Source: an optimization exercise on an open RTL-to-GDS flow (aim: a short achievable clock period and few clock cycles per item). Production flows keep margins and buffers that such runs may drop. The RTL was checked by simulation tests, not by an equivalence proof against the original design. Power is estimated from default activity; no workload was simulated.

File: flow/run.sh
#!/bin/bash
# synth_recipe.tcl (not shown) runs the flow's synth.tcl, then flattens the netlist and writes it again
# the make line also repeats each setting of config.mk as NAME=value (left out here)
make -C /OpenROAD-flow-scripts/flow DESIGN_CONFIG=/design/flow/config.mk WORK_HOME=/design/flow/orfs CLKGATE_MAP_FILE= SYNTH_SCRIPT=/design/flow/synth_recipe.tcl finish
File: flow/config.mk
export PLATFORM = sky130hd
export DESIGN_NAME = ex_mem_top
export DESIGN_NICKNAME = ex_mem_top
export VERILOG_FILES = /design/flow/design.v
export SDC_FILE = /design/flow/constraint.sdc
export NUM_CORES = 4
export LEC_CHECK = 0
export ABC_CLOCK_PERIOD_IN_PS = 3000
export CAP_MARGIN = 20
export CORE_MARGIN = 2
export CORE_UTILIZATION = 40
export SETUP_SLACK_MARGIN = 3.5
export SLEW_MARGIN = 20
export TNS_END_PERCENT = 100
File: flow/constraint.sdc
create_clock -name core_clock -period 6.5 [get_ports {CLK}]
set_input_delay 1.3000 -clock core_clock [delete_from_list [all_inputs] [get_ports {CLK}]]
set_output_delay 1.3000 -clock core_clock [all_outputs]
set_load 0.01 [all_outputs]
File: flow/design.v
`timescale 1ns/1ps
module alu_unit (
   input  logic [31:0] a,
   input  logic [31:0] b,
   input  logic        cin,
   input  logic        s_add,
   input  logic        s_slt,
   input  logic        s_sltu,
   input  logic        sdiff,    
   input  logic        a31,
   input  logic [31:0] oth,
   output logic [31:0] result
);
   logic [32:0] sum;
   logic        lt_s, lt_u;
   assign sum = {1'b0, a} + {1'b0, b} + {32'b0, cin};
   assign lt_u = !sum[32];
   assign lt_s = sdiff ? a31 : sum[31];
   assign result = (s_add ? sum[31:0] : 32'b0)
                 | {31'b0, (s_slt & lt_s) | (s_sltu & lt_u)}
                 | oth;
endmodule
`timescale 1ns/1ps
module branch_resolve (
   input  logic        CLK,
   input  logic [1:0]  br_kind,
   input  logic [31:0] porta,
   input  logic [31:0] portb,
   input  logic [31:0] pcn,
   input  logic [31:0] imm,
   output logic        cond,
   output logic [31:0] target_q
);
   always_comb begin
      case (br_kind)
         2'd1:    cond = (porta == portb);
         2'd2:    cond = (porta != portb);
         2'd3:    cond = 1'b1;
         default: cond = 1'b0;
      endcase
   end
   always_ff @(posedge CLK) begin
      target_q <= pcn + {imm[29:0], 2'b00};
   end
endmodule
`timescale 1ns/1ps
`timescale 1ns/1ps
`timescale 1ns/1ps
module ex_mem_top (
   input  logic        CLK,
   input  logic        nRST,
   input  logic [3:0]  aluop,
   input  logic [31:0] porta,
   input  logic [31:0] portb,
   input  logic [31:0] imm,
   input  logic [31:0] pcn,
   input  logic [1:0]  br_kind,
   input  logic [1:0]  memtoreg,
   input  logic        regwrite,
   input  logic        memread,
   input  logic        memwrite,
   input  logic        halt,
   input  logic [4:0]  dest,
   output logic        ex_ready,
   output logic        branch_taken,
   output logic [31:0] branch_target,
   output logic        cyc,
   output logic        stb,
   output logic        we,
   output logic [31:0] adr,
   output logic [31:0] wdata,
   output logic [3:0]  sel,
   input  logic [31:0] rdata,
   input  logic        ack,
   output logic        retire_valid,
   output logic        retire_regwrite,
   output logic        retire_halt,
   output logic [4:0]  retire_dest,
   output logic [31:0] retire_data
);
   localparam int D    = 8;         
   localparam int AW   = 3;         
   localparam int OMAX = D;         
   logic        stage_q, squash_q, go_nb_q, go_any_q, bt_q;
   logic        stage_n, squash_n, full_n;
   logic [3:0]  occ, occ_n;         
   logic        is_br, hand, cond_in, head_ok;
   logic [31:0] target_q;
   branch_resolve u_branch (
      .CLK      (CLK),
      .br_kind  (br_kind),
      .porta    (porta),
      .portb    (portb),
      .pcn      (pcn),
      .imm      (imm),
      .cond     (cond_in),
      .target_q (target_q)
   );
   assign is_br = br_kind[0] | br_kind[1];
   assign ex_ready = go_any_q | (go_nb_q & !is_br);
   assign hand = ex_ready;
   assign branch_taken = bt_q;
   assign branch_target = target_q;
   assign stage_n = hand ? 1'b0 : (stage_q | (is_br & !squash_q));
   assign squash_n = hand ? bt_q : squash_q;
   assign occ_n = occ + {3'b0, hand} - {3'b0, head_ok};
   assign full_n = (occ_n >= 4'(OMAX));
   always_ff @(posedge CLK, negedge nRST) begin
      if (!nRST) begin
         stage_q <= 1'b0;
         squash_q <= 1'b0;
         go_nb_q <= 1'b1;
         go_any_q <= 1'b0;
         bt_q <= 1'b0;
         occ <= '0;
      end else begin
         stage_q <= stage_n;
         squash_q <= squash_n;
         go_nb_q <= !full_n;
         go_any_q <= !full_n & (stage_n | squash_n);
         bt_q <= !full_n & stage_n & cond_in;
         occ <= occ_n;
      end
   end
   logic        v1;
   logic [31:0] a1, b1, oth1, pcn1, wd1;
   logic        cin1, s_add1, s_slt1, s_sltu1, sdiff1;
   logic        rw1, halt1, mem1, we1, ld1, pcsel1;
   logic [4:0]  dest1;
   logic [31:0] bsel, logic_r, shift_r;
   logic        sub_in, mem_in;
   assign mem_in = memread | memwrite;
   assign bsel = mem_in ? imm : portb;
   assign sub_in = (aluop == 4'd1) || (aluop == 4'd8) || (aluop == 4'd9);
   always_comb begin
      case (aluop)
         4'd2:    logic_r = porta & bsel;
         4'd3:    logic_r = porta | bsel;
         4'd4:    logic_r = porta ^ bsel;
         4'd5:    logic_r = ~(porta | bsel);
         default: logic_r = '0;
      endcase
      case (aluop)
         4'd6:    shift_r = bsel << porta[4:0];
         4'd7:    shift_r = bsel >> porta[4:0];
         default: shift_r = '0;
      endcase
   end
   always_ff @(posedge CLK) begin
      a1      <= porta;
      b1      <= sub_in ? ~bsel : bsel;
      cin1    <= sub_in;
      s_add1  <= (aluop == 4'd0) || (aluop == 4'd1);
      s_slt1  <= (aluop == 4'd8);
      s_sltu1 <= (aluop == 4'd9);
      sdiff1  <= porta[31] ^ bsel[31];
      oth1    <= logic_r | shift_r;
      pcn1    <= pcn;
      wd1     <= portb;
      rw1     <= regwrite & !squash_q;
      halt1   <= halt & !squash_q;
      mem1    <= mem_in & !squash_q;
      we1     <= memwrite;
      ld1     <= (memtoreg == 2'd1);
      pcsel1  <= (memtoreg == 2'd2);
      dest1   <= dest;
   end
   logic [31:0] res1;
   alu_unit u_alu (
      .a      (a1),
      .b      (b1),
      .cin    (cin1),
      .s_add  (s_add1),
      .s_slt  (s_slt1),
      .s_sltu (s_sltu1),
      .sdiff  (sdiff1),
      .a31    (a1[31]),
      .oth    (oth1),
      .result (res1)
   );
   logic        v2;
   logic [31:0] res2, data2, wd2;
   logic        rw2, halt2, mem2, we2, ld2;
   logic [4:0]  dest2;
   always_ff @(posedge CLK, negedge nRST) begin
      if (!nRST) begin
         v1 <= 1'b0;
         v2 <= 1'b0;
      end else begin
         v1 <= hand;
         v2 <= v1;
      end
   end
   always_ff @(posedge CLK) begin
      res2  <= res1;
      data2 <= pcsel1 ? pcn1 : res1;
      wd2   <= wd1;
      rw2   <= rw1;
      halt2 <= halt1;
      mem2  <= mem1;
      we2   <= we1;
      ld2   <= ld1;
      dest2 <= dest1;
   end
   logic [31:0] q_data [D];
   logic [4:0]  q_dest [D];
   logic        q_rw [D], q_halt [D], q_mem [D], q_ld [D], q_done [D];
   logic [D-1:0] q_val;
   logic [AW-1:0] wp, rp;
   logic        cyc_q, we_q, ld_q;
   logic [31:0] adr_q, wdata_q;
   logic [AW-1:0] idx_q;
   logic [31:0] m_adr [D], m_wd [D];
   logic        m_we [D], m_ld [D];
   logic [AW-1:0] m_idx [D];
   logic [AW-1:0] mwp, mrp;
   logic [AW:0]   mcnt;
   logic ackd, bus_free, push_m, pop_m, load_s2;
   assign ackd = cyc_q & ack;
   assign bus_free = !cyc_q || ack;
   assign pop_m = bus_free && (mcnt != 0);
   assign load_s2 = bus_free && (mcnt == 0) && v2 && mem2;
   assign push_m = v2 && mem2 && !load_s2;
   assign head_ok = q_val[rp] && (!q_mem[rp] || q_done[rp] || ackd);
   always_ff @(posedge CLK, negedge nRST) begin
      if (!nRST) begin
         wp <= '0;
         rp <= '0;
         q_val <= '0;
         mwp <= '0;
         mrp <= '0;
         mcnt <= '0;
         cyc_q <= 1'b0;
         we_q <= 1'b0;
      end else begin
         if (v2) wp <= wp + 1'b1;
         if (head_ok) rp <= rp + 1'b1;
         for (int i = 0; i < D; i++) begin
            if (v2 && wp == AW'(i)) q_val[i] <= 1'b1;
            else if (head_ok && rp == AW'(i)) q_val[i] <= 1'b0;
         end
         if (push_m) mwp <= mwp + 1'b1;
         if (pop_m) mrp <= mrp + 1'b1;
         mcnt <= mcnt + {{AW{1'b0}}, push_m} - {{AW{1'b0}}, pop_m};
         if (bus_free) begin
            if (pop_m) begin
               cyc_q <= 1'b1;
               we_q <= m_we[mrp];
            end else if (load_s2) begin
               cyc_q <= 1'b1;
               we_q <= we2;
            end else begin
               cyc_q <= 1'b0;
               we_q <= 1'b0;
            end
         end
      end
   end
   always_ff @(posedge CLK) begin
      if (bus_free) begin
         if (pop_m) begin
            adr_q <= m_adr[mrp];
            wdata_q <= m_wd[mrp];
            ld_q <= m_ld[mrp];
            idx_q <= m_idx[mrp];
         end else begin
            adr_q <= res2;
            wdata_q <= wd2;
            ld_q <= ld2;
            idx_q <= wp;
         end
      end
      if (push_m) begin
         m_adr[mwp] <= res2;
         m_wd[mwp] <= wd2;
         m_we[mwp] <= we2;
         m_ld[mwp] <= ld2;
         m_idx[mwp] <= wp;
      end
   end
   always_ff @(posedge CLK) begin
      for (int i = 0; i < D; i++) begin
         if (v2 && wp == AW'(i)) begin
            q_data[i] <= data2;
            q_dest[i] <= dest2;
            q_rw[i]   <= rw2;
            q_halt[i] <= halt2;
            q_mem[i]  <= mem2;
            q_ld[i]   <= ld2;
            q_done[i] <= 1'b0;
         end else if (ackd && idx_q == AW'(i)) begin
            q_done[i] <= 1'b1;
            if (ld_q) q_data[i] <= rdata;
         end
      end
   end
   logic rv_q, rrw_q, rh_q;
   logic [4:0] rdest_q;
   logic [31:0] rdata_q;
   always_ff @(posedge CLK, negedge nRST) begin
      if (!nRST) begin
         rv_q <= 1'b0;
         rrw_q <= 1'b0;
         rh_q <= 1'b0;
      end else begin
         rv_q <= head_ok;
         rrw_q <= head_ok && q_rw[rp];
         rh_q <= head_ok && q_halt[rp];
      end
   end
   always_ff @(posedge CLK) begin
      rdest_q <= q_dest[rp];
      rdata_q <= (q_ld[rp] && q_mem[rp] && !q_done[rp]) ? rdata : q_data[rp];
   end
   assign cyc = cyc_q;
   assign stb = cyc_q;
   assign we = we_q;
   assign adr = adr_q;
   assign wdata = wdata_q;
   assign sel = 4'hf;
   assign retire_valid = rv_q;
   assign retire_regwrite = rrw_q;
   assign retire_halt = rh_q;
   assign retire_dest = rdest_q;
   assign retire_data = rdata_q;
endmodule
==> impl_metrics.tcl, run 1 <==
set metrics [dict create \
    final_cell_count_no_fill 6593 \
    grt_start_max_net_pins 121 \
    status "complete, no violations" \
    min_path_type "reg -> reg" \
    htreeDepth 4 \
    post-route-min-period_ns 3.32 \
    path_buf_inv 4 \
    die_w_um 384 \
    place.gp.congestion 0.943 \
    arrival_ns 4.00 \
    dpl.cell_count 6138 \
    netlist.area_leader.share_pct 49.2 \
    fin_crit_sh_pct 51.1 \
    synth_flop_cell "edfxtp_1" \
    synth_cell_types 86 \
    dr.pass1.iters 19 \
    remaining_drc_errors 0 \
    post_route_cells_drive_above_1_share_pct 25.0 \
    drtAntennaViolNets 0 \
    slew_violations 0 \
    rows 139 \
    fillers 12300 \
    crit_chain "ha_4 > ha_4 > buf_12 > a222oi_1 > nand3_1 > a31oi_1 > a31oi_2 > o221ai_4 > inv_4 > ha_4 > inv_2 > ha_4 > a21o_1 > a21oi_2 > xnor2_2 > inv_2 > o21a_1" \
    area.sequential_um2 36600 \
    initial_core_util_pct 40.3 \
    slew_headroom_pct 26.6 \
    seqPwrFrac_pct 39.6 \
    leakagePower_uw 0.0266 \
    pre_cts_ws_ns 1.43 \
    endpoint_kind "register" \
    num_vias 37400 \
    grt_first_pass_wirelength_um 262000 \
    timing.fmax_mhz 301 \
    ys_ff_latch 1345 \
    slowest_stage "dfrtp_2" \
    setup_viol 0 \
    whs_ns 0.322 \
    avgSynthCellArea_um2 14.1 \
    crit_path_frequent_cell "ha_4" \
    max-clock-path-buffers 3 \
    multiInputGateArea_um2 21500 \
    clock_power_share_pct 29.4 \
    rsz0062_at_grt "true" \
    startpoint_type "register" \
    port_buffers 320 \
    grt_overflow 0 \
    core_area_um2 144000 \
    syn_inst 4098 \
    p_switching_uw 9670 \
    cts_buffers 147 \
    critical-path-top-delay-family "compound AO/OA/AOI/OAI gates" \
    hold_buffers 0 \
    switching_share_pct 32.7 \
    finalHoldViolations 0 \
    skew_ns 0.0559 \
    die-height_um 384 \
    crit_type "reg -> reg" \
    synth-seq-area-share_pct 63.3 \
    via_per_inst 5.67 \
    cp.required_ns 7.18 \
    dp_hpwl_um 115000 \
    vdd_drop_max_uv 494 \
    clk_pin_slew_ns 0.06 \
    clkSinkCount 1345 \
    worstMarginPinSlew_ns 1.09 \
    cts_tree "built" \
    area_growth_syn_to_layout_pct 23.6 \
    drv_cap 0 \
    grt_pass1_vias 36200 \
    ys_warn_count 9 \
    worst_slack_ns 3.18 \
    p_int_uw 19900 \
    power_frac_comb_pct 31.0 \
    power_density_nw_per_um2 413 \
    max_stage_delay_ns 0.46 \
    wl_per_cell_um 28.1 \
    nets 4891 \
    synth_area_leaders "edfxtp_1 49%, dfxtp_1 12%, mux4_2 6.7%" \
    path_max_fanout 4 \
    track_usage_pct 24.6 \
    root_buffer "clkbuf_16" \
    insertion_delay_ns 0.82 \
    synth-edff-count 948 \
    synth_area_um2 57900 \
    antenna_found_initial 25 \
    yosys.area.top_type "edfxtp_1" \
    dieArea_um2 148000 \
    fin_setup_tns_ns 0 \
    wl_um 185000 \
    ios 325 \
    utilization_pct 49.8 \
    synthArstFlopShare_pct 2.97 \
    drt_iter0_markers 3900 \
]
[state kept, by name, indices dropped and copies added, names as in the netlist, 24 cells and up]
signal	count
oth1	32
data2	32
b1	32
wd2	32
m_adr	256
rdata_q	32
a1	32
adr_q	32
pcn1	30
u_branch.target_q	32
q_data	256
res2	32
q_dest	40
wd1	32
m_wd	256
m_idx	24
wdata_q	32
[cell usage after synthesis, drive strengths merged, types with 7 or more instances]
| cell type | number |
|---|---|
| a221o | 10 |
| ha | 148 |
| nor2 | 197 |
| a21o | 53 |
| and2 | 18 |
| clkbuf | 129 |
| nor3 | 26 |
| and3 | 18 |
| dfxtp | 357 |
| a222oi | 42 |
| mux2 | 226 |
| mux2i | 195 |
| buf | 129 |
| edfxtp | 948 |
| a21oi | 190 |
| a211oi | 27 |
| nor4 | 12 |
| a22oi | 53 |
| nor2b | 13 |
| dfrtp | 39 |
| nand4 | 41 |
| o21bai | 9 |
| nand2 | 458 |
| mux4 | 180 |
| a211o | 7 |
| o221ai | 20 |
| o211ai | 9 |
| clkinv | 8 |
| a31oi | 19 |
| xnor2 | 72 |
| nand3 | 27 |
| inv | 116 |
| or2 | 8 |
| xor2 | 48 |
| o21ai | 119 |
| a221oi | 35 |
| o21a | 17 |
| nand2b | 12 |
| or3 | 9 |
[layer usage]
layer | vias to the layer above | global-route usage (%) | wire length [um]
met3 | 355 | 5.39 | 15100
li1 | 16400 | - | -
met5 | - | 0 | 102
met1 | 18900 | 33.7 | 77300
met2 | 1734 | 37.9 | 85000
met4 | 16 | 9.85 | 7780
[layout by cell type (no fill, tap or decap), drive strengths merged, types with 55 or more instances in the layout]
master / synthesis / routed
dfxtp: 357 / 357
mux2i: 195 / 199
clkinv: 8 / 55
ha: 148 / 148
mux4: 180 / 180
xnor2: 72 / 72
clkbuf: 129 / 225
clkdlybuf4s50: 0 / 126
nand2: 458 / 460
nor2: 197 / 199
dlygate4sd2: 0 / 123
inv: 116 / 118
a21oi: 190 / 191
mux2: 226 / 226
edfxtp: 948 / 948
o21ai: 119 / 120
buf: 129 / 247
[power groups by stage]
stage	Clock (uW)	Sequential (uW)	Combinational, uW
final	8690	11700	9170
after floorplan	0	11700	5070
after CTS	8850	11700	8840
after detailed placement	0	11900	8130
after global routing	9190	11800	9860
after global placement	0	11900	8070
[timing repair]
item                       CTS  global route
cloned                      15             5
setup endpoints to repair  932           171
buffers inserted            90            63
pin swaps                   47            64
gates resized for setup    450           195
[stage by stage]
step / total power (uW) / instance area (um2)
detailed placement: 20000 / 63300
CTS: 29400 / 70500
floorplan: 16700 / 58000
finish: 29600 / 71600
global route: 30900 / 71500
global placement: 19900 / 63300
[worst register-to-register path: stages (launching register included)]
cell and delay (ns):
dfrtp_2 0.46, ha_4 0.20, ha_4 0.17, buf_12 0.13, a222oi_1 0.34, nand3_1 0.15
a31oi_1 0.20, a31oi_2 0.09, o221ai_4 0.25, inv_4 0.08, ha_4 0.27, inv_2 0.04
ha_4 0.14, a21o_1 0.16, a21oi_2 0.17, xnor2_2 0.16, inv_2 0.07, o21a_1 0.11
[worst paths after layout]
kind	start	to	slack, ns	cells past startpoint
min reg2reg	dest1[3]$_DFF_P_	dest2[3]$_DFF_P_	0.32	0
min	dest1[3]$_DFF_P_	dest2[3]$_DFF_P_	0.32	0
min in group asynchronous	nRST	occ[3]$_DFF_PN0_	0.50	1
max	rp[0]$_DFFE_PN0N_	go_any_q$_DFF_PN0_	3.18	17
max in group asynchronous	nRST	mrp[0]$_DFFE_PN0P_	5.49	1
max reg2reg	rp[0]$_DFFE_PN0N_	go_any_q$_DFF_PN0_	3.18	17
[logic make-up (layout without fill, tap and decap cells)]
| group | after synthesis | count (layout) | synth area share, % |
|---|---|---|---|
| AOI/OAI and AO/OA | 649 | 652 | 7.59 |
| xor gates and xnor gates | 120 | 120 | 1.82 |
| buffers and inverters | 382 | 952 | 2.73 |
| and+or+nand+nor | 847 | 853 | 6.25 |
| adders and majority gates | 153 | 153 | 3.37 |
| muxes | 601 | 605 | 15.0 |
| DFF | 1345 | 1345 | 63.3 |
| other | 1 | 10 | 0.00648 |
[cell type report]
type / instances / share of cell area, %
Timing Repair Buffer: 553 / 7.48
Inverter: 124 / 0.699
Clock buffer: 206 / 5.81
Clock inverter: 69 / 1.41
Multi-Input combinational cell: 2387 / 30.1
Tap cell: 1903 / 3.33
Sequential cell: 1345 / 51.2
Antenna cell: 6 / 0.0210
Testbench counts, summed over its fixed seeds: cycles 184,447, items 160,000.
==> run 2: changes to the inputs <==
--- a/flow/design.v
+++ b/flow/design.v
@@ -9,6 +9,8 @@
    input  logic        sdiff,    
    input  logic        a31,
    input  logic [31:0] oth,
+   input  logic        s_sll,
+   input  logic        s_srl,
    output logic [31:0] result
 );
    logic [32:0] sum;
@@ -18,6 +20,8 @@
    assign lt_s = sdiff ? a31 : sum[31];
    assign result = (s_add ? sum[31:0] : 32'b0)
                  | {31'b0, (s_slt & lt_s) | (s_sltu & lt_u)}
+                 | (s_sll ? (b << a[4:0]) : 32'b0)
+                 | (s_srl ? (b >> a[4:0]) : 32'b0)
                  | oth;
 endmodule
 `timescale 1ns/1ps
@@ -78,13 +82,14 @@
    output logic [4:0]  retire_dest,
    output logic [31:0] retire_data
 );
-   localparam int D    = 8;         
-   localparam int AW   = 3;         
+   localparam int D    = 16;        
+   localparam int AW   = 4;         
    localparam int OMAX = D;         
-   logic        stage_q, squash_q, go_nb_q, go_any_q, bt_q;
+   logic        stage_q, squash_q, full_q, nogo_any_q, bt_q;
    logic        stage_n, squash_n, full_n;
-   logic [3:0]  occ, occ_n;         
+   logic [AW:0] occ, occ_n;         
    logic        is_br, hand, cond_in, head_ok;
+   logic        rv_q;
    logic [31:0] target_q;
    branch_resolve u_branch (
       .CLK      (CLK),
@@ -97,37 +102,37 @@
       .target_q (target_q)
    );
    assign is_br = br_kind[0] | br_kind[1];
-   assign ex_ready = go_any_q | (go_nb_q & !is_br);
+   assign ex_ready = !((br_kind[0] | br_kind[1] | full_q) & nogo_any_q);
    assign hand = ex_ready;
    assign branch_taken = bt_q;
    assign branch_target = target_q;
    assign stage_n = hand ? 1'b0 : (stage_q | (is_br & !squash_q));
    assign squash_n = hand ? bt_q : squash_q;
-   assign occ_n = occ + {3'b0, hand} - {3'b0, head_ok};
-   assign full_n = (occ_n >= 4'(OMAX));
+   assign occ_n = occ + {{AW{1'b0}}, hand} - {{AW{1'b0}}, rv_q};
+   assign full_n = (occ >= (AW+1)'(OMAX - 1));
    always_ff @(posedge CLK, negedge nRST) begin
       if (!nRST) begin
          stage_q <= 1'b0;
          squash_q <= 1'b0;
-         go_nb_q <= 1'b1;
-         go_any_q <= 1'b0;
+         full_q <= 1'b0;
+         nogo_any_q <= 1'b1;
          bt_q <= 1'b0;
          occ <= '0;
       end else begin
          stage_q <= stage_n;
          squash_q <= squash_n;
-         go_nb_q <= !full_n;
-         go_any_q <= !full_n & (stage_n | squash_n);
+         full_q <= full_n;
+         nogo_any_q <= full_n | !(stage_n | squash_n);
          bt_q <= !full_n & stage_n & cond_in;
          occ <= occ_n;
       end
    end
    logic        v1;
    logic [31:0] a1, b1, oth1, pcn1, wd1;
-   logic        cin1, s_add1, s_slt1, s_sltu1, sdiff1;
+   logic        cin1, s_add1, s_slt1, s_sltu1, sdiff1, s_sll1, s_srl1;
    logic        rw1, halt1, mem1, we1, ld1, pcsel1;
    logic [4:0]  dest1;
-   logic [31:0] bsel, logic_r, shift_r;
+   logic [31:0] bsel, logic_r;
    logic        sub_in, mem_in;
    assign mem_in = memread | memwrite;
    assign bsel = mem_in ? imm : portb;
@@ -140,11 +145,6 @@
          4'd5:    logic_r = ~(porta | bsel);
          default: logic_r = '0;
       endcase
-      case (aluop)
-         4'd6:    shift_r = bsel << porta[4:0];
-         4'd7:    shift_r = bsel >> porta[4:0];
-         default: shift_r = '0;
-      endcase
    end
    always_ff @(posedge CLK) begin
       a1      <= porta;
@@ -154,7 +154,9 @@
       s_slt1  <= (aluop == 4'd8);
       s_sltu1 <= (aluop == 4'd9);
       sdiff1  <= porta[31] ^ bsel[31];
-      oth1    <= logic_r | shift_r;
+      oth1    <= logic_r;
+      s_sll1  <= (aluop == 4'd6);
+      s_srl1  <= (aluop == 4'd7);
       pcn1    <= pcn;
       wd1     <= portb;
       rw1     <= regwrite & !squash_q;
@@ -176,6 +178,8 @@
       .sdiff  (sdiff1),
       .a31    (a1[31]),
       .oth    (oth1),
+      .s_sll  (s_sll1),
+      .s_srl  (s_srl1),
       .result (res1)
    );
    logic        v2;
@@ -215,12 +219,12 @@
    logic [AW-1:0] m_idx [D];
    logic [AW-1:0] mwp, mrp;
    logic [AW:0]   mcnt;
-   logic ackd, bus_free, push_m, pop_m, load_s2;
+   logic          mq_empty;
+   logic ackd, bus_free, push_m, pop_m;
    assign ackd = cyc_q & ack;
    assign bus_free = !cyc_q || ack;
-   assign pop_m = bus_free && (mcnt != 0);
-   assign load_s2 = bus_free && (mcnt == 0) && v2 && mem2;
-   assign push_m = v2 && mem2 && !load_s2;
+   assign push_m = v2 && mem2;
+   assign pop_m = bus_free && (!mq_empty || push_m);
    assign head_ok = q_val[rp] && (!q_mem[rp] || q_done[rp] || ackd);
    always_ff @(posedge CLK, negedge nRST) begin
       if (!nRST) begin
@@ -230,6 +234,7 @@
          mwp <= '0;
          mrp <= '0;
          mcnt <= '0;
+         mq_empty <= 1'b1;
          cyc_q <= 1'b0;
          we_q <= 1'b0;
       end else begin
@@ -242,11 +247,12 @@
          if (push_m) mwp <= mwp + 1'b1;
          if (pop_m) mrp <= mrp + 1'b1;
          mcnt <= mcnt + {{AW{1'b0}}, push_m} - {{AW{1'b0}}, pop_m};
+         mq_empty <= (mcnt + {{AW{1'b0}}, push_m} - {{AW{1'b0}}, pop_m}) == '0;
          if (bus_free) begin
-            if (pop_m) begin
+            if (!mq_empty) begin
                cyc_q <= 1'b1;
                we_q <= m_we[mrp];
-            end else if (load_s2) begin
+            end else if (push_m) begin
                cyc_q <= 1'b1;
                we_q <= we2;
             end else begin
@@ -258,7 +264,7 @@
    end
    always_ff @(posedge CLK) begin
       if (bus_free) begin
-         if (pop_m) begin
+         if (!mq_empty) begin
             adr_q <= m_adr[mrp];
             wdata_q <= m_wd[mrp];
             ld_q <= m_ld[mrp];
@@ -294,7 +300,7 @@
          end
       end
    end
-   logic rv_q, rrw_q, rh_q;
+   logic rrw_q, rh_q;
    logic [4:0] rdest_q;
    logic [31:0] rdata_q;
    always_ff @(posedge CLK, negedge nRST) begin
==> flow/config.mk (replaced) <==
export PLATFORM = sky130hd
export DESIGN_NAME = ex_mem_top
export DESIGN_NICKNAME = ex_mem_top
export VERILOG_FILES = /design/flow/design.v
export SDC_FILE = /design/flow/constraint.sdc
export NUM_CORES = 4
export LEC_CHECK = 0
export ABC_CLOCK_PERIOD_IN_PS = 2300
export CAP_MARGIN = 20
export CORE_MARGIN = 2
export CORE_UTILIZATION = 40
export SETUP_SLACK_MARGIN = 4.2
export SLEW_MARGIN = 20
export TNS_END_PERCENT = 100
==> run 2 against run 1 <==
Still clean on timing, DRC and antenna. Clock-buffer cell count grew 123. Routed wire length grew 99%. Die area rose by 65%. First-iteration DRC count grew to 2.6 times the previous value. Global-route usage rose by 4.7 points. Register-to-register slack better by 0.32 ns.
==> impl_metrics.tcl, run 2 <==
set metrics [dict create \
    fin_crit_sh_pct 47.5 \
    netlist.area_leader.share_pct 57.6 \
    post_route_cells_drive_above_1_share_pct 33.8 \
    cts_buffers 230 \
    yosys.area.top_type "edfxtp_1" \
    crit_type "in -> out" \
    fin_setup_tns_ns 0 \
    crit_chain "buf_8 > o31ai_4 > buf_2" \
    ys_ff_latch 2267 \
    wl_um 369000 \
    min_path_type "reg -> reg" \
    nets 7686 \
    wl_per_cell_um 34.3 \
    max-clock-path-buffers 3 \
    syn_inst 6607 \
    slew_headroom_pct 23.3 \
    reg.largest.list "m_adr: 512 flops, m_wd: 512 flops, q_data: 512 flops" \
    rsz0062_at_grt "true" \
    max_stage_delay_ns 0.22 \
    endpoint_kind "primary output" \
    insertion_delay_ns 0.93 \
    synthArstFlopShare_pct 2.43 \
    grt_overflow 0 \
    grt_start_max_net_pins 65 \
    die-height_um 494 \
    slew_violations 0 \
    drv_cap 0 \
    status "complete, no violations" \
    setup_viol 0 \
    layout_commonest_cell "edfxtp_1" \
    drtAntennaViolNets 0 \
    synth_area_leaders "edfxtp_1 58%, mux4_2 9.3%, dfxtp_1 7.6%" \
    synth_cell_types 86 \
    ff2ff_path_depth 14 \
    skew_ns 0.101 \
    placed_area_um2 104000 \
    post-route-min-period_ns 3.09 \
    synth-seq-area-share_pct 66.7 \
    dr.pass1.iters 8 \
    timing.fmax_mhz 324 \
    cp.required_ns 5.20 \
    via_per_inst 6.10 \
    core_area_um2 238000 \
    die_w_um 494 \
    yosysMostFrequentCell "edfxtp_1" \
    ios 325 \
    synth_area_um2 96100 \
    grt_pass1_vias 62800 \
    place.gp.congestion 0.953 \
    htreeDepth 4 \
    port_buffers 320 \
    drt_iter0_markers 9961 \
    root_buffer "clkbuf_16" \
    vdd_drop_max_uv 283 \
    design_area_um2 123000 \
    hold_buffers 0 \
    track_usage_pct 29.2 \
    dp_hpwl_um 188000 \
    remaining_drc_errors 0 \
    worstMarginPinSlew_ns 1.15 \
    dieArea_um2 244000 \
    finalHoldViolations 0 \
    power_density_nw_per_um2 431 \
    arrival_ns 1.79 \
    mostFrequentLayoutCells "1845 x edfxtp_1, 1300 x nand2_1, 399 x mux4_2, 281 x dfxtp_1, 258 x buf_4" \
    num_vias 65500 \
    synth_flop_cell "edfxtp_1" \
    path_max_fanout 3 \
    slowest_stage "o31ai_4" \
    synth_commonest_cells "1845 x edfxtp_1, 1333 x nand2_1, 399 x mux4_2" \
    clk_pin_slew_ns 0.06 \
    avgSynthCellArea_um2 14.5 \
    clkSinkCount 2267 \
    area_growth_syn_to_layout_pct 27.6 \
    initial_core_util_pct 40.3 \
    synth-edff-count 1845 \
    cts_tree "built" \
    ys_warn_count 9 \
    leakagePower_uw 0.0444 \
    rows 179 \
    startpoint_type "input port" \
    min_path_cells 0 \
    grt_first_pass_wirelength_um 499000 \
    antenna_found_initial 32 \
]
run 2: cell count changes after synthesis, moves of 49 or more:
cell / previous run / this run
clkbuf_1: 129 / 345
mux2i_1: 172 / 110
a22oi_1: 53 / 185
nand2_1: 458 / 1333
a221oi_1: 35 / 84
mux4_2: 173 / 399
edfxtp_1: 948 / 1845
run 2: final cells by class:
cell class                 count  area (um2)
fill                       19300      116000
clock inverter               109        1450
timing repair buffer         936       11500
inverter                     141         668
sequential                  2267       64400
clock buffer                 329        6630
tap                         3167        3960
multi-input combinational   3774       34000
antenna                       13        32.5
run 2: worst max-delay path: cells and delay by family:
family | cells | cell delay (ns)
compound gates | 1 | 0.22
buf+inv | 2 | 0.27
run 2: per-layer routing:
metal | GRT usage, % | routed length [um]
met1 | 39.0 | 137000
met2 | 44.2 | 164000
met3 | 6.51 | 42200
met4 | 16.7 | 25100
met5 | 0 | 81
run 2: through the flow:
stage               power [uW]  hold slack (ns)  utilization [%]  instances  setup slack, ns
floorplan                27900            0.310                -       6610             2.81
global placement         32900            0.313             43.6       9750             1.86
detailed placement       33000            0.313             43.6       9750             1.88
CTS                      51300            0.287             50.4      10600             3.42
global route             54300            0.307             51.5      10700             3.39
finish                   52900            0.292             51.5      10700             3.41
run 2: cell families (layout without fill, tap and decap cells):
kind of cell,Yosys count,in the layout,share of synthesized area (%)
DFF,2267,2267,66.7
and+or+nand+nor,1785,1825,7.66
AOI/OAI and AO/OA,900,904,6.41
muxes,760,760,13.4
buffers and inverters,613,1515,2.55
adders and majority gates,156,156,2.07
xor gates and xnor gates,125,125,1.14
other,1,17,0.00390
run 2: worst paths after layout:
check	startpoint	to	slack, ns
worst max-delay path	br_kind[0]	ex_ready	3.41
worst min-delay path	wd1[9]$_DFF_P_	wd2[9]$_DFF_P_	0.29
worst max register to register	b1[0]$_DFF_P_	data2[19]$_DFF_P_	3.50
worst min register to register	wd1[9]$_DFF_P_	wd2[9]$_DFF_P_	0.29
max in group asynchronous	nRST	wp[0]$_DFFE_PN0P_	5.18
min in group asynchronous	nRST	full_q$_DFF_PN0_	0.61
run 2: report_power, final:
group	internal, uW	switching [uW]
combinational	9140	10200
clock	8060	5940
sequential	18100	1470
total	35300	17600
run 2: timing repair:
action	CTS	global route
endpoints found under the setup margin	2701	1118
gates cloned	110	19
gates resized for setup	1728	389
buffers inserted	294	112
pin swaps	178	143
Testbench counts of run 2, summed over its fixed seeds: cycles 184,091, items 160,000.
==> run 3: changes to the inputs <==
--- a/flow/config.mk
+++ b/flow/config.mk
@@ -8,7 +8,8 @@
 export ABC_CLOCK_PERIOD_IN_PS = 2300
 export CAP_MARGIN = 20
 export CORE_MARGIN = 2
-export CORE_UTILIZATION = 40
+export CORE_UTILIZATION = 55
+export PLACE_DENSITY = 0.7
 export SETUP_SLACK_MARGIN = 4.2
 export SLEW_MARGIN = 20
 export TNS_END_PERCENT = 100
==> run 3 against run 2 <==
Still clean on timing, DRC and antenna. Cell count is 8.2% lower. Clock-buffer cell count shrank 26. Final area shrank 1.9%. Clock power shrank 4%. Combinational power about the same. Non-clock buffer count down 27. Fmax increased by 0.22%. Routed wire length decreased by 3.7%. Sequential share of layout area is 1.0 points higher.
==> impl_metrics.tcl, run 3 <==
set metrics [dict create \
    status "complete, no violations" \
    fin_crit_sh_pct 47.4 \
    synth-edff-count 1845 \
    slowest_stage "o31ai_4" \
    power_frac_comb_pct 36.5 \
    timing.fmax_mhz 325 \
    seqPwrFrac_pct 37.7 \
    finalHoldViolations 0 \
    clock_power_share_pct 25.9 \
    synth_area_leaders "edfxtp_1 58%, mux4_2 9.3%, dfxtp_1 7.6%" \
    antenna_found_initial 29 \
    wl_um 355000 \
    startpoint_type "input port" \
    grt_first_pass_wirelength_um 485000 \
    ys_warn_count 9 \
    clk_pin_slew_ns 0.07 \
    yosysMostFrequentCell "edfxtp_1" \
    slew_violations 0 \
    skew_ns 0.0672 \
    port_buffers 320 \
    cts_tree "built" \
    remaining_drc_errors 0 \
    layout_commonest_cell "edfxtp_1" \
    r2r_end "data2[19]$_DFF_P_" \
    crit_chain "buf_8 > o31ai_4 > buf_2" \
    design_area_um2 120000 \
    vdd_drop_max_uv 324 \
    min_path_type "reg -> reg" \
    root_buffer "clkbuf_16" \
    syn_inst 6607 \
    num_vias 66500 \
    synth_flop_cell "edfxtp_1" \
    drv_cap 0 \
    whs_ns 0.324 \
    rows 153 \
    post_route_cells_drive_above_1_share_pct 33.2 \
    dieArea_um2 178000 \
    die-height_um 422 \
    min_from "ld1$_DFF_P_" \
    p_int_uw 34400 \
    synth-seq-area-share_pct 66.7 \
    mostFrequentLayoutCells "1845 x edfxtp_1, 1292 x nand2_1, 399 x mux4_2, 281 x dfxtp_1, 277 x buf_4" \
    synth_commonest_cells "1845 x edfxtp_1, 1333 x nand2_1, 399 x mux4_2" \
    wl_per_cell_um 36.0 \
    worstMarginPinSlew_ns 1.11 \
    p_switching_uw 17600 \
    ios 325 \
    endpoint_kind "primary output" \
    setup_viol 0 \
    synthArstFlopShare_pct 2.43 \
    leakagePower_uw 0.0438 \
    fillers 11300 \
    dp_hpwl_um 180000 \
    crit_type "in -> out" \
    power_density_nw_per_um2 432 \
    dpl.cell_count 8909 \
    ys_ff_latch 2267 \
    reg.largest.list "m_adr: 512 flops, m_wd: 512 flops, q_data: 512 flops" \
    nets 7652 \
    track_usage_pct 38.7 \
    grt_pass1_vias 64500 \
    core_area_um2 174000 \
    dr.pass1.iters 10 \
    r2r_start "a1[0]$_DFF_P_" \
    fin_setup_tns_ns 0 \
    drtAntennaViolNets 0 \
    total_power_uw 52000 \
    ff2ff_setup_slack_ns 3.48 \
    min_to "ld2$_DFF_P_" \
    grt_overflow 0 \
    place.gp.congestion 0.947 \
    startpoint "br_kind[0]" \
    synth_cell_types 86 \
    yosys.area.top_type "edfxtp_1" \
    synth_area_um2 96100 \
    cp.required_ns 5.20 \
    ff2ff_path_depth 11 \
    die_w_um 422 \
    switching_share_pct 33.8 \
    max_stage_delay_ns 0.21 \
    grt_start_max_net_pins 61 \
    avgSynthCellArea_um2 14.5 \
    htreeDepth 4 \
    netlist.area_leader.share_pct 57.6 \
    insertion_delay_ns 0.92 \
    area_growth_syn_to_layout_pct 25.2 \
    min_path_cells 0 \
    via_per_inst 6.74 \
    max-clock-path-buffers 3 \
    final_cell_count_no_fill 9853 \
    cts_buffers 221 \
    placed_area_um2 103000 \
    path_max_fanout 3 \
    slew_headroom_pct 25.7 \
    arrival_ns 1.78 \
    rsz0062_at_grt "true" \
    post-route-min-period_ns 3.08 \
    drt_iter0_markers 10500 \
    initial_core_util_pct 55.3 \
    clkSinkCount 2267 \
]
run 3: routing by layer:
layer | up-vias | track usage [%] | wire length (um)
met5 | - | 0 | 80
met4 | 12 | 25.2 | 29800
met3 | 1361 | 10.4 | 46400
met2 | 5549 | 58.7 | 159000
met1 | 33000 | 49.5 | 120000
li1 | 26500 | - | -
run 3: cell type report:
cell class | instances | area [um2] | share of cell area, %
Sequential cell | 2267 | 64400 | 53.5
Multi-Input combinational cell | 3776 | 34200 | 28.4
Timing Repair Buffer | 909 | 10600 | 8.78
Clock buffer | 303 | 6270 | 5.21
Tap cell | 2325 | 2910 | 2.42
Clock inverter | 118 | 1390 | 1.15
Inverter | 141 | 652 | 0.542
Antenna cell | 14 | 35.0 | 0.0291
run 3: power groups by stage:
stage	combinational, uW	sequential (uW)	clock [uW]
finish	19000	19600	13400
global route	19400	19700	14000
CTS	17100	19500	13400
detailed placement	12700	20000	0
global placement	12500	20000	0
floorplan	8760	19100	0
run 3: worst max path at each step:
| stage | to | slack, ns | depth (start not counted) |
|---|---|---|---|
| after floorplan | mq_empty$_DFF_PN1_ | 2.81 | 13 |
| after global placement | u_branch.target_q[30]$_DFF_P_ | 2.26 | 10 |
| after detailed placement | u_branch.target_q[30]$_DFF_P_ | 2.15 | 10 |
| after CTS | ex_ready | 3.42 | 3 |
| after global routing | ex_ready | 3.40 | 3 |
| final | ex_ready | 3.42 | 3 |
run 3: repair_timing:
action / 4_1_cts / 5_1_grt
pin swaps: 200 / 142
setup buffers: 307 / 94
gates resized for setup: 1705 / 365
endpoints found under the setup margin: 2649 / 1607
gates cloned: 95 / 13
hold buffers: 0 / 0
run 3: kinds of logic after synthesis:
logic type	count (synthesis)	share of synthesized area (%)
AOI/OAI and AO/OA	900	6.41
muxes	760	13.4
buffers and inverters	613	2.55
adders and majority gates	156	2.07
xor gates and xnor gates	125	1.14
and+or+nand+nor	1785	7.66
other	1	0.00390
DFF	2267	66.7
run 3: metrics by stage:
step,setup WS (ns),utilization (%)
CTS,3.42,67.8
global placement,2.26,59.2
global route,3.40,69.2
finish,3.42,69.3
detailed placement,2.15,59.2
floorplan,2.81,-
run 3: critical path, delay by kind of cell:
kind                   cells  cell delay [ns]
buffers and inverters      2             0.27
AOI/OAI and AO/OA          1             0.21
==> run 4: changes to the inputs <==
--- a/flow/design.v
+++ b/flow/design.v
@@ -103,7 +103,7 @@
    );
    assign is_br = br_kind[0] | br_kind[1];
    assign ex_ready = !((br_kind[0] | br_kind[1] | full_q) & nogo_any_q);
-   assign hand = ex_ready;
+   assign hand = !full_q && (!is_br || stage_q || squash_q);
    assign branch_taken = bt_q;
    assign branch_target = target_q;
    assign stage_n = hand ? 1'b0 : (stage_q | (is_br & !squash_q));
--- a/flow/config.mk
+++ b/flow/config.mk
@@ -8,8 +8,7 @@
 export ABC_CLOCK_PERIOD_IN_PS = 2300
 export CAP_MARGIN = 20
 export CORE_MARGIN = 2
-export CORE_UTILIZATION = 55
-export PLACE_DENSITY = 0.7
+export CORE_UTILIZATION = 40
 export SETUP_SLACK_MARGIN = 4.2
 export SLEW_MARGIN = 20
 export TNS_END_PERCENT = 100
==> run 4 against run 3 <==
Still clean on timing, DRC and antenna. Flip-flop and latch count unchanged. Clock-buffer cell count increased by 28. Non-clock buffer count is 72 higher. Via count shrank 3.1%. Worst hold slack worse by 0.0047 ns. Cell count increased by 6.2%. Final area grew 1.5%. Setup slack got worse by 0.11 ns. Largest cell class unchanged. Highest routed layer unchanged.
==> impl_metrics.tcl, run 4 <==
set metrics [dict create \
    status "complete, no violations" \
    reg.largest.list "m_adr: 512 flops, m_wd: 512 flops, q_data: 512 flops" \
    synth_flop_cell "edfxtp_1" \
    min_from "wd1[23]$_DFF_P_" \
    layout_commonest_cell "edfxtp_1" \
    synth_compound_area_share_pct 6.62 \
    grt_pass1_vias 61200 \
    wl_um 364000 \
    setup_viol 0 \
    leakagePower_uw 0.0432 \
    vdd_drop_max_uv 296 \
    yosysMostFrequentCell "edfxtp_1" \
    die-height_um 493 \
    startpoint_type "register" \
    crit_chain "fa_2 > a21o_4 > a221oi_4 > o211ai_2 > a22oi_2 > o211ai_2 > a31oi_2 > mux2i_1 > a221o_2 > mux2_4" \
    clk_pin_slew_ns 0.06 \
    drtAntennaViolNets 0 \
    synth_adder_area_share_pct 2.08 \
    syn_inst 6209 \
    antenna_found_initial 49 \
    synth_top_family_by_area "multiplexers" \
    slew_violations 0 \
    utilization_pct 51.4 \
    endpoint_kind "register" \
    synth_simple_gate_area_share_pct 5.53 \
    clock_power_share_pct 25.7 \
    num_vias 64400 \
    multiInputGateArea_um2 34200 \
    max-clock-path-buffers 3 \
    via_per_inst 6.16 \
    rsz0062_at_grt "true" \
    fin_setup_tns_ns 0 \
    ys_warn_count 9 \
    seqPwrFrac_pct 37.5 \
    worstMarginPinSlew_ns 1.06 \
    grt_overflow 0 \
    post-route-min-period_ns 3.19 \
    crit_path_frequent_cell "o211ai_2" \
    fillers 19200 \
    synth-seq-area-share_pct 67.1 \
    nets 7403 \
    hold_buffers 0 \
    grt_first_pass_wirelength_um 493000 \
    power_density_nw_per_um2 424 \
    cts_buffers 232 \
    crit_type "reg -> reg" \
    min_path_type "reg -> reg" \
    cts_tree "built" \
    whs_ns 0.319 \
    place.gp.congestion 0.961 \
    drt_iter0_markers 9503 \
    p_int_uw 34200 \
    clkSinkCount 2267 \
    dr.pass1.iters 6 \
    synth_commonest_cells "1845 x edfxtp_1, 760 x nand2_1, 443 x mux2_2" \
    fin_crit_sh_pct 49.1 \
    timing.fmax_mhz 313 \
    synth_cell_types 90 \
    dieArea_um2 243000 \
    area.sequential_um2 64400 \
    path_max_fanout 2 \
    r2r_start "cin1$_DFF_P_" \
    ios 325 \
    initial_core_util_pct 40.2 \
    root_buffer "clkbuf_16" \
    synth-edff-count 1845 \
    post_route_cells_drive_above_1_share_pct 38.6 \
    skew_ns 0.0925 \
    remaining_drc_errors 0 \
    mostFrequentLayoutCells "1845 x edfxtp_1, 730 x nand2_1, 374 x mux4_2, 371 x mux2_2, 313 x buf_4" \
    area_growth_syn_to_layout_pct 27.9 \
    yosys.area.top_type "edfxtp_1" \
    insertion_delay_ns 0.91 \
    power_frac_comb_pct 36.8 \
    dp_hpwl_um 186000 \
    netlist.area_leader.share_pct 58.0 \
    htreeDepth 4 \
    avgSynthCellArea_um2 15.4 \
    slowest_stage "a221o_2" \
    synthArstFlopShare_pct 2.43 \
    path_buf_inv 0 \
    p_switching_uw 17600 \
    core_area_um2 238000 \
    finalHoldViolations 0 \
    drv_cap 0 \
    synth-xor-area-share_pct 1.13 \
    synth_area_um2 95500 \
    wl_per_cell_um 34.8 \
    cp.required_ns 7.26 \
    die_w_um 493 \
    track_usage_pct 28.9 \
    switching_share_pct 33.9 \
    max_stage_delay_ns 0.46 \
    grt_start_max_net_pins 57 \
    rows 179 \
    synth_area_leaders "edfxtp_1 58%, mux4_2 8.8%, dfxtp_1 7.7%" \
    arrival_ns 3.95 \
    startpoint "cin1$_DFF_P_" \
    ys_ff_latch 2267 \
    synthMuxAreaShare_pct 15.2 \
    slew_headroom_pct 29.2 \
    port_buffers 320 \
    critical-path-top-delay-family "compound AO/OA/AOI/OAI gates" \
]
[run 4: kinds of logic after synthesis]
logic type                 after synthesis
other                                    1
and+or+nand+nor                       1242
AOI/OAI and AO/OA                      934
buffers and inverters                  554
xor gates and xnor gates               123
DFF                                   2267
muxes                                  932
adders and majority gates              156
[run 4: power groups by stage]
| stage | registers, uW | clock network (uW) | logic, uW |
|---|---|---|---|
| final | 19400 | 13300 | 19100 |
| after global routing | 19500 | 14000 | 19600 |
| after CTS | 19300 | 13400 | 17400 |
| after detailed placement | 19800 | 0 | 12800 |
| after global placement | 19800 | 0 | 12800 |
| after floorplan | 19000 | 0 | 8570 |
[run 4: per-layer routing]
layer	wire, um	GRT usage (%)	vias up
met2	161000	43.8	4434
met4	21500	13.5	28
met5	182	0	-
met3	42500	6.59	1000
li1	-	-	25900
met1	139000	39.5	33000
[run 4: path summary, 6_finish.rpt]
kind	endpoint	slack, ns	cells after the start
worst max-delay path	data2[29]$_DFF_P_	3.31	10
worst min-delay path	wd2[23]$_DFF_P_	0.32	0
worst max register to register	data2[29]$_DFF_P_	3.31	10
worst min register to register	wd2[23]$_DFF_P_	0.32	0
max in group asynchronous	squash_q$_DFF_PN0_	5.23	2
min in group asynchronous	rp[1]$_DFFE_PN0P_	0.59	2
[run 4: per-stage QoR]
stage / power [uW] / cell area (um2) / worst slack (ns) / instances
after global routing: 53200 / 122000 / 3.26 / 10500
after detailed placement: 32600 / 104000 / 1.94 / 9402
final: 51800 / 122000 / 3.31 / 10500
after global placement: 32500 / 104000 / 1.92 / 9400
after CTS: 50200 / 119000 / 3.32 / 10300
after floorplan: 27600 / 97500 / 2.81 / 6212
[run 4: what timing repair did]
item	in CTS	in global routing
endpoints found under the hold margin	0	0
setup endpoints to repair	2735	1079
pin swaps	206	134
resized for setup	1744	415
cloned	113	20
buffers inserted	350	115
[run 4: worst reg2reg max path: cells and delay by family, from the launching register on]
| family | cells | cell delay (ns) |
|---|---|---|
| AOI/OAI and AO/OA | 7 | 1.89 |
| muxes | 2 | 0.47 |
| adders and majority gates | 1 | 0.40 |
| DFF | 1 | 0.33 |
[run 4: cell type report]
cell class              count  area share [%]
inverters                 132           0.493
flip-flops and latches   2267            52.7
well taps                3167            3.24
clock inverters           113           0.896
multi-input cells        3450            28.0
repair buffers            981            9.31
clock buffers             331            5.36
repair inverters            3          0.0205
diodes                     16          0.0328
Testbench counts of run 4, summed over its fixed seeds: cycles 184,091, items 160,000.
==> run 5: changes to the inputs <==
--- a/flow/design.v
+++ b/flow/design.v
@@ -3,26 +3,33 @@
    input  logic [31:0] a,
    input  logic [31:0] b,
    input  logic        cin,
+   input  logic [31:0] oth,
+   input  logic        s_sll,
+   input  logic        s_srl,
+   output logic [32:0] sum,
+   output logic [31:0] so
+);
+   assign sum = {1'b0, a} + {1'b0, b} + {32'b0, cin};
+   assign so = (s_sll ? (b << a[4:0]) : 32'b0)
+             | (s_srl ? (b >> a[4:0]) : 32'b0)
+             | oth;
+endmodule
+module alu_merge (
+   input  logic [32:0] sum,
+   input  logic [31:0] so,
    input  logic        s_add,
    input  logic        s_slt,
    input  logic        s_sltu,
    input  logic        sdiff,    
    input  logic        a31,
-   input  logic [31:0] oth,
-   input  logic        s_sll,
-   input  logic        s_srl,
    output logic [31:0] result
 );
-   logic [32:0] sum;
-   logic        lt_s, lt_u;
-   assign sum = {1'b0, a} + {1'b0, b} + {32'b0, cin};
+   logic lt_s, lt_u;
    assign lt_u = !sum[32];
    assign lt_s = sdiff ? a31 : sum[31];
    assign result = (s_add ? sum[31:0] : 32'b0)
                  | {31'b0, (s_slt & lt_s) | (s_sltu & lt_u)}
-                 | (s_sll ? (b << a[4:0]) : 32'b0)
-                 | (s_srl ? (b >> a[4:0]) : 32'b0)
-                 | oth;
+                 | so;
 endmodule
 `timescale 1ns/1ps
 module branch_resolve (
@@ -167,23 +174,22 @@
       pcsel1  <= (memtoreg == 2'd2);
       dest1   <= dest;
    end
-   logic [31:0] res1;
+   logic [32:0] sum1;
+   logic [31:0] so1;
    alu_unit u_alu (
       .a      (a1),
       .b      (b1),
       .cin    (cin1),
-      .s_add  (s_add1),
-      .s_slt  (s_slt1),
-      .s_sltu (s_sltu1),
-      .sdiff  (sdiff1),
-      .a31    (a1[31]),
       .oth    (oth1),
       .s_sll  (s_sll1),
       .s_srl  (s_srl1),
-      .result (res1)
+      .sum    (sum1),
+      .so     (so1)
    );
    logic        v2;
-   logic [31:0] res2, data2, wd2;
+   logic [32:0] sum2;
+   logic [31:0] so2, pcn2, res2, data2, wd2;
+   logic        s_add2, s_slt2, s_sltu2, sdiff2, a31_2, pcsel2;
    logic        rw2, halt2, mem2, we2, ld2;
    logic [4:0]  dest2;
    always_ff @(posedge CLK, negedge nRST) begin
@@ -196,8 +202,15 @@
       end
    end
    always_ff @(posedge CLK) begin
-      res2  <= res1;
-      data2 <= pcsel1 ? pcn1 : res1;
+      sum2    <= sum1;
+      so2     <= so1;
+      s_add2  <= s_add1;
+      s_slt2  <= s_slt1;
+      s_sltu2 <= s_sltu1;
+      sdiff2  <= sdiff1;
+      a31_2   <= a1[31];
+      pcn2    <= pcn1;
+      pcsel2  <= pcsel1;
       wd2   <= wd1;
       rw2   <= rw1;
       halt2 <= halt1;
@@ -206,6 +219,17 @@
       ld2   <= ld1;
       dest2 <= dest1;
    end
+   alu_merge u_merge (
+      .sum    (sum2),
+      .so     (so2),
+      .s_add  (s_add2),
+      .s_slt  (s_slt2),
+      .s_sltu (s_sltu2),
+      .sdiff  (sdiff2),
+      .a31    (a31_2),
+      .result (res2)
+   );
+   assign data2 = pcsel2 ? pcn2 : res2;
    logic [31:0] q_data [D];
    logic [4:0]  q_dest [D];
    logic        q_rw [D], q_halt [D], q_mem [D], q_ld [D], q_done [D];
--- a/flow/config.mk
+++ b/flow/config.mk
@@ -8,7 +8,8 @@
 export ABC_CLOCK_PERIOD_IN_PS = 2300
 export CAP_MARGIN = 20
 export CORE_MARGIN = 2
-export CORE_UTILIZATION = 40
+export CORE_UTILIZATION = 55
+export PLACE_DENSITY = 0.7
 export SETUP_SLACK_MARGIN = 4.2
 export SLEW_MARGIN = 20
 export TNS_END_PERCENT = 100
==> run 5 against run 4 <==
Sequential share of layout area is 1.4 points higher. Power is 4.3% higher. Clock skew is 0.042 ns lower. Routed wire length is 4.7% lower. Worst hold slack worse by 0.011 ns. Fmax is 0.34% higher. Critical path depth is 2 higher. Clock power hardly changed. Combinational power is about 10% higher. Largest power group is now combinational cells.
==> impl_metrics.tcl, run 5 <==
set metrics [dict create \
    wl_per_cell_um 35.9 \
    r2r_end "rdata_q[12]$_DFF_P_" \
    grt.busiest_layer "met2" \
    worstMarginPinSlew_ns 1.06 \
    slew_headroom_pct 29.0 \
    area_growth_syn_to_layout_pct 24.8 \
    arrival_ns 3.92 \
    die-height_um 423 \
    status "complete, no violations" \
    cp.required_ns 7.24 \
    antenna_found_initial 27 \
    layout_commonest_cell "edfxtp_1" \
    vdd_drop_max_uv 357 \
    whs_ns 0.308 \
    post_route_cells_drive_above_1_share_pct 32.7 \
    syn_inst 6446 \
    use_met1_pct 48.7 \
    synth_flop_cell "edfxtp_1" \
    synth_commonest_cells "1845 x edfxtp_1, 712 x nand2_1, 676 x o21ai_0" \
    htreeDepth 4 \
    grt_first_pass_wirelength_um 471000 \
    synth_cell_types 87 \
    use_met3_pct 9.68 \
    grt_use_met2_pct 56.7 \
    via_per_inst 6.79 \
    startpoint_type "register" \
    drv_cap 0 \
    insertion_delay_ns 0.90 \
    rsz0062_at_grt "true" \
    cts_buffers 222 \
    ff2ff_setup_slack_ns 3.32 \
    synth-edff-count 1845 \
    ios 325 \
    remaining_drc_errors 0 \
    nets 7457 \
    avgSynthCellArea_um2 15.0 \
    post-route-min-period_ns 3.18 \
    timing.fmax_mhz 315 \
    yosysMostFrequentCell "edfxtp_1" \
    ff2ff_path_depth 12 \
    dr.pass1.iters 8 \
    track_usage_pct 37.3 \
    slew_violations 0 \
    grt_overflow 0 \
    startpoint "rp[1]$_DFFE_PN0N_" \
    die_w_um 423 \
    yosys.area.top_type "edfxtp_1" \
    min_from "pcn1[4]$_DFF_P_" \
    power_density_nw_per_um2 449 \
    dp_hpwl_um 178000 \
    synth_area_um2 96500 \
    ys_ff_latch 2306 \
    wl_um 347000 \
    grt_pass1_vias 62500 \
    place.gp.congestion 0.940 \
    core_area_um2 174000 \
    min_to "pcn2[4]$_DFF_P_" \
    grt_start_max_net_pins 70 \
    setup_viol 0 \
    reg.largest.list "m_adr: 512 flops, m_wd: 512 flops, q_data: 512 flops" \
    mostFrequentLayoutCells "1845 x edfxtp_1, 683 x nand2_1, 615 x o21ai_0, 402 x mux4_2, 338 x dfxtp_1" \
    path_max_fanout 14 \
    area.sequential_um2 65100 \
    endpoint_kind "register" \
    crit_type "reg -> reg" \
    dieArea_um2 179000 \
    min_path_type "reg -> reg" \
    fin_setup_tns_ns 0 \
    fin_crit_sh_pct 48.9 \
    multiInputGateArea_um2 33400 \
    fillers 11000 \
    ys_warn_count 9 \
    clkSinkCount 2306 \
    hold_buffers 0 \
    max-clock-path-buffers 3 \
    min_path_cells 0 \
    skew_ns 0.0505 \
    root_buffer "clkbuf_16" \
    netlist.area_leader.share_pct 57.4 \
    port_buffers 320 \
    drtAntennaViolNets 0 \
    synth_area_leaders "edfxtp_1 57%, mux4_2 9.4%, dfxtp_1 8.4%" \
    finalHoldViolations 0 \
    synth-seq-area-share_pct 67.3 \
    rows 153 \
    leakagePower_uw 0.0432 \
    r2r_start "rp[1]$_DFFE_PN0N_" \
    initial_core_util_pct 55.5 \
    synthArstFlopShare_pct 2.39 \
    drt_iter0_markers 12200 \
    num_vias 65700 \
    cts_tree "built" \
    clk_pin_slew_ns 0.07 \
]
[run 5: metal layers]
metal  routed length [um]  share of wire, %  vias up
met5                  261             0.075        -
met4                25500               7.4       20
met3                47700                14     1215
met2               155000                45     5381
met1               118000                34    32800
li1                     -                 -    26300
[run 5: stage by stage]
step	power (uW)	cells	worst slack (ns)	utilization (%)	area [um2]
2_1_floorplan	29200	6449	2.81	-	98600
3_3_place_gp	34400	8730	1.96	59.5	104000
3_5_place_dp	34600	8731	1.97	59.5	104000
4_1_cts	51700	9485	3.45	67.4	117000
5_1_grt	55100	9651	3.37	69.2	120000
6_report	54000	9673	3.32	69.2	120000
[run 5: power breakdown]
group | switching (uW) | leakage (uW) | internal, uW
Combinational | 11500 | 0.0187 | 9620
Clock | 5890 | 0.00374 | 7600
Sequential | 1180 | 0.0208 | 18300
Total | 18500 | 0.0432 | 35500
[run 5: area by class of cell]
type | count | area share [%]
antenna | 26 | 0.0540
clock buffer | 331 | 5.43
multi-input combinational | 3537 | 27.7
timing repair buffer | 915 | 8.90
tap | 2325 | 2.42
sequential | 2306 | 54.0
clock inverter | 94 | 0.927
inverter | 139 | 0.492
[run 5: logic make-up after synthesis]
kind of cell / synth area share (%)
compound gates: 9.22
xor+xnor: 1.27
fa+ha+maj: 2.06
buf+inv: 2.70
flops: 67.3
mux: 12.8
other cells: 0.00389
simple gates: 4.68
[run 5: how the worst max path moves through the flow]
stage	end	slack (ns)
floorplan	mq_empty$_DFF_PN1_	2.81
finish	rdata_q[12]$_DFF_P_	3.32
global route	rdata_q[11]$_DFF_P_	3.37
CTS	rdata_q[12]$_DFF_P_	3.45
detailed placement	mq_empty$_DFF_PN1_	1.97
global placement	mq_empty$_DFF_PN1_	1.96
[run 5: repair_timing]
| action | 4_1_cts | 5_1_grt |
|---|---|---|
| pin swaps | 139 | 146 |
| resized for setup | 1491 | 457 |
| setup endpoints to repair | 2650 | 1482 |
| setup buffers | 237 | 144 |
| gates cloned | 92 | 18 |
[run 5: critical path: stages (launching register included)]
cell and delay [ns]:
dfrtp_2 0.50, inv_4 0.11, ha_4 0.24, buf_4 0.21, and2_1 0.19, buf_12 0.24, a221oi_1 0.15, o211ai_1 0.33
and3_4 0.24, o221ai_4 0.10, buf_12 0.18, buf_16 0.17, mux2_4 0.31
Testbench counts of run 5, summed over its fixed seeds: cycles 184,091, items 160,000.
==> run 6: changes to the inputs <==
==> flow/config.mk (replaced) <==
export PLATFORM = sky130hd
export DESIGN_NAME = ex_mem_top
export DESIGN_NICKNAME = ex_mem_top
export VERILOG_FILES = /design/flow/design.v
export SDC_FILE = /design/flow/constraint.sdc
export NUM_CORES = 4
export LEC_CHECK = 0
export ABC_CLOCK_PERIOD_IN_PS = 2200
export CAP_MARGIN = 20
export CORE_MARGIN = 2
export CORE_UTILIZATION = 60
export PLACE_DENSITY = 0.8
export SETUP_SLACK_MARGIN = 4.4
export SLEW_MARGIN = 20
export TNS_END_PERCENT = 100
==> run 6 against run 5 <==
The flow now stops in 5_1_grt. Synthesized cell count did not move. Synthesized area did not move.
==> impl_metrics.tcl, run 6 <==
set metrics [dict create \
    hold_buffers 0 \
    rows 147 \
    root_buffer "clkbuf_16" \
    avgSynthCellArea_um2 15.0 \
    initial_core_util_pct 60.2 \
    netlist.area_leader.share_pct 57.4 \
    synth-seq-area-share_pct 67.3 \
    clkSinkCount 2306 \
    dp_hpwl_um 177000 \
    syn_inst 6446 \
    synth_cell_types 87 \
    synth-edff-count 1845 \
    dpl.cell_count 8551 \
    lastStage "5_1_grt" \
    ios 325 \
    max-clock-path-buffers 3 \
    pre_cts_ws_ns 1.84 \
    place.gp.congestion 0.952 \
    status "aborted with a tool error" \
    synth_area_leaders "edfxtp_1 57%, mux4_2 9.4%, dfxtp_1 8.4%" \
    die_w_um 405 \
    ys_warn_count 9 \
    tool.error "[ERROR GRT-0228] Horizontal edge usage exceeds the maximum allowed. (0, 50) usage=65535 limit=3200" \
    htreeDepth 4 \
    synthArstFlopShare_pct 2.39 \
    grt_start_max_net_pins 75 \
    port_buffers 320 \
    yosys.area.top_type "edfxtp_1" \
    cts_buffers 215 \
    synth_area_um2 96500 \
    synth_commonest_cells "1845 x edfxtp_1, 712 x nand2_1, 676 x o21ai_0" \
    yosysMostFrequentCell "edfxtp_1" \
    die-height_um 405 \
    synth_flop_cell "edfxtp_1" \
    ys_ff_latch 2306 \
]
## run 6: power groups by stage
stage	sequential [uW]	clock [uW]	combinational [uW]
floorplan	19200	0	10300
global placement	19900	0	14200
detailed placement	20000	0	14500
CTS	19400	12900	19500
## run 6: what timing repair did
action | CTS
cloned | 111
gates resized for setup | 2035
setup endpoints to repair | 2807
setup buffers | 373
pin swaps | 212
## run 6: cells by family after synthesis
| family | synth area share [%] |
|---|---|
| buffers and inverters | 2.70 |
| AOI/OAI and AO/OA | 9.22 |
| xor gates and xnor gates | 1.27 |
| and+or+nand+nor | 4.68 |
| adders and majority gates | 2.06 |
| DFF | 67.3 |
| muxes | 12.8 |
| other | 0.00389 |
## run 6: worst max-delay path by stage
stage	slack [ns]	end	startpoint	cells after the start
CTS	3.42	ex_ready	br_kind[0]	3
detailed placement	1.84	mq_empty$_DFF_PN1_	ack	14
global placement	1.87	mq_empty$_DFF_PN1_	ack	14
floorplan	2.81	mq_empty$_DFF_PN1_	ack	13
## run 6: metrics by stage
step	util (%)	instance area [um2]	total power (uW)
floorplan	-	99100	29500
global placement	64.5	103000	34100
detailed placement	64.5	103000	34500
CTS	74.6	120000	51800

## separate check: timing with driven ports
In the flow no input, the clock included, has a driving cell. The finished layouts below were timed again as built, in two steps. Step 1 sets driving cells, clkbuf_16 on the clock port and buf_2 on the other inputs (assumed; they add their load-dependent delay and slew). Step 2 moves the port delays by t, midway between the first and last clock arrival at a register: inputs arrive t later, outputs are due t later. That takes back most of the time a late clock gives input paths. Three values: no drivers, after step 1, after step 2; two values: the first two.
run | shift t [ns] | slack for setup (ns) | hold slack, ns | slew at the worst register clock pin (ns)
run 1 | 0.865 | 3.179 / 3.179 / 2.542 | 0.322 / 0.322 / 0.322 | 0.07 / 0.07
run 2 | 0.967 | 3.412 / 3.371 / 2.881 | 0.292 / 0.292 / 0.292 | 0.08 / 0.08
run 3 | 0.974 | 3.418 / 3.379 / 2.902 | 0.324 / 0.324 / 0.324 | 0.07 / 0.07
run 4 | 0.970 | 3.310 / 3.310 / 2.689 | 0.319 / 0.319 / 0.319 | 0.07 / 0.07
run 5 | 0.959 | 3.321 / 3.321 / 2.925 | 0.308 / 0.308 / 0.308 | 0.07 / 0.07
After both steps every run listed still meets setup and hold. For run 1, which loses most, drivers alone change the setup slack by 0.000 ns; drivers and shift together by -0.637 ns.
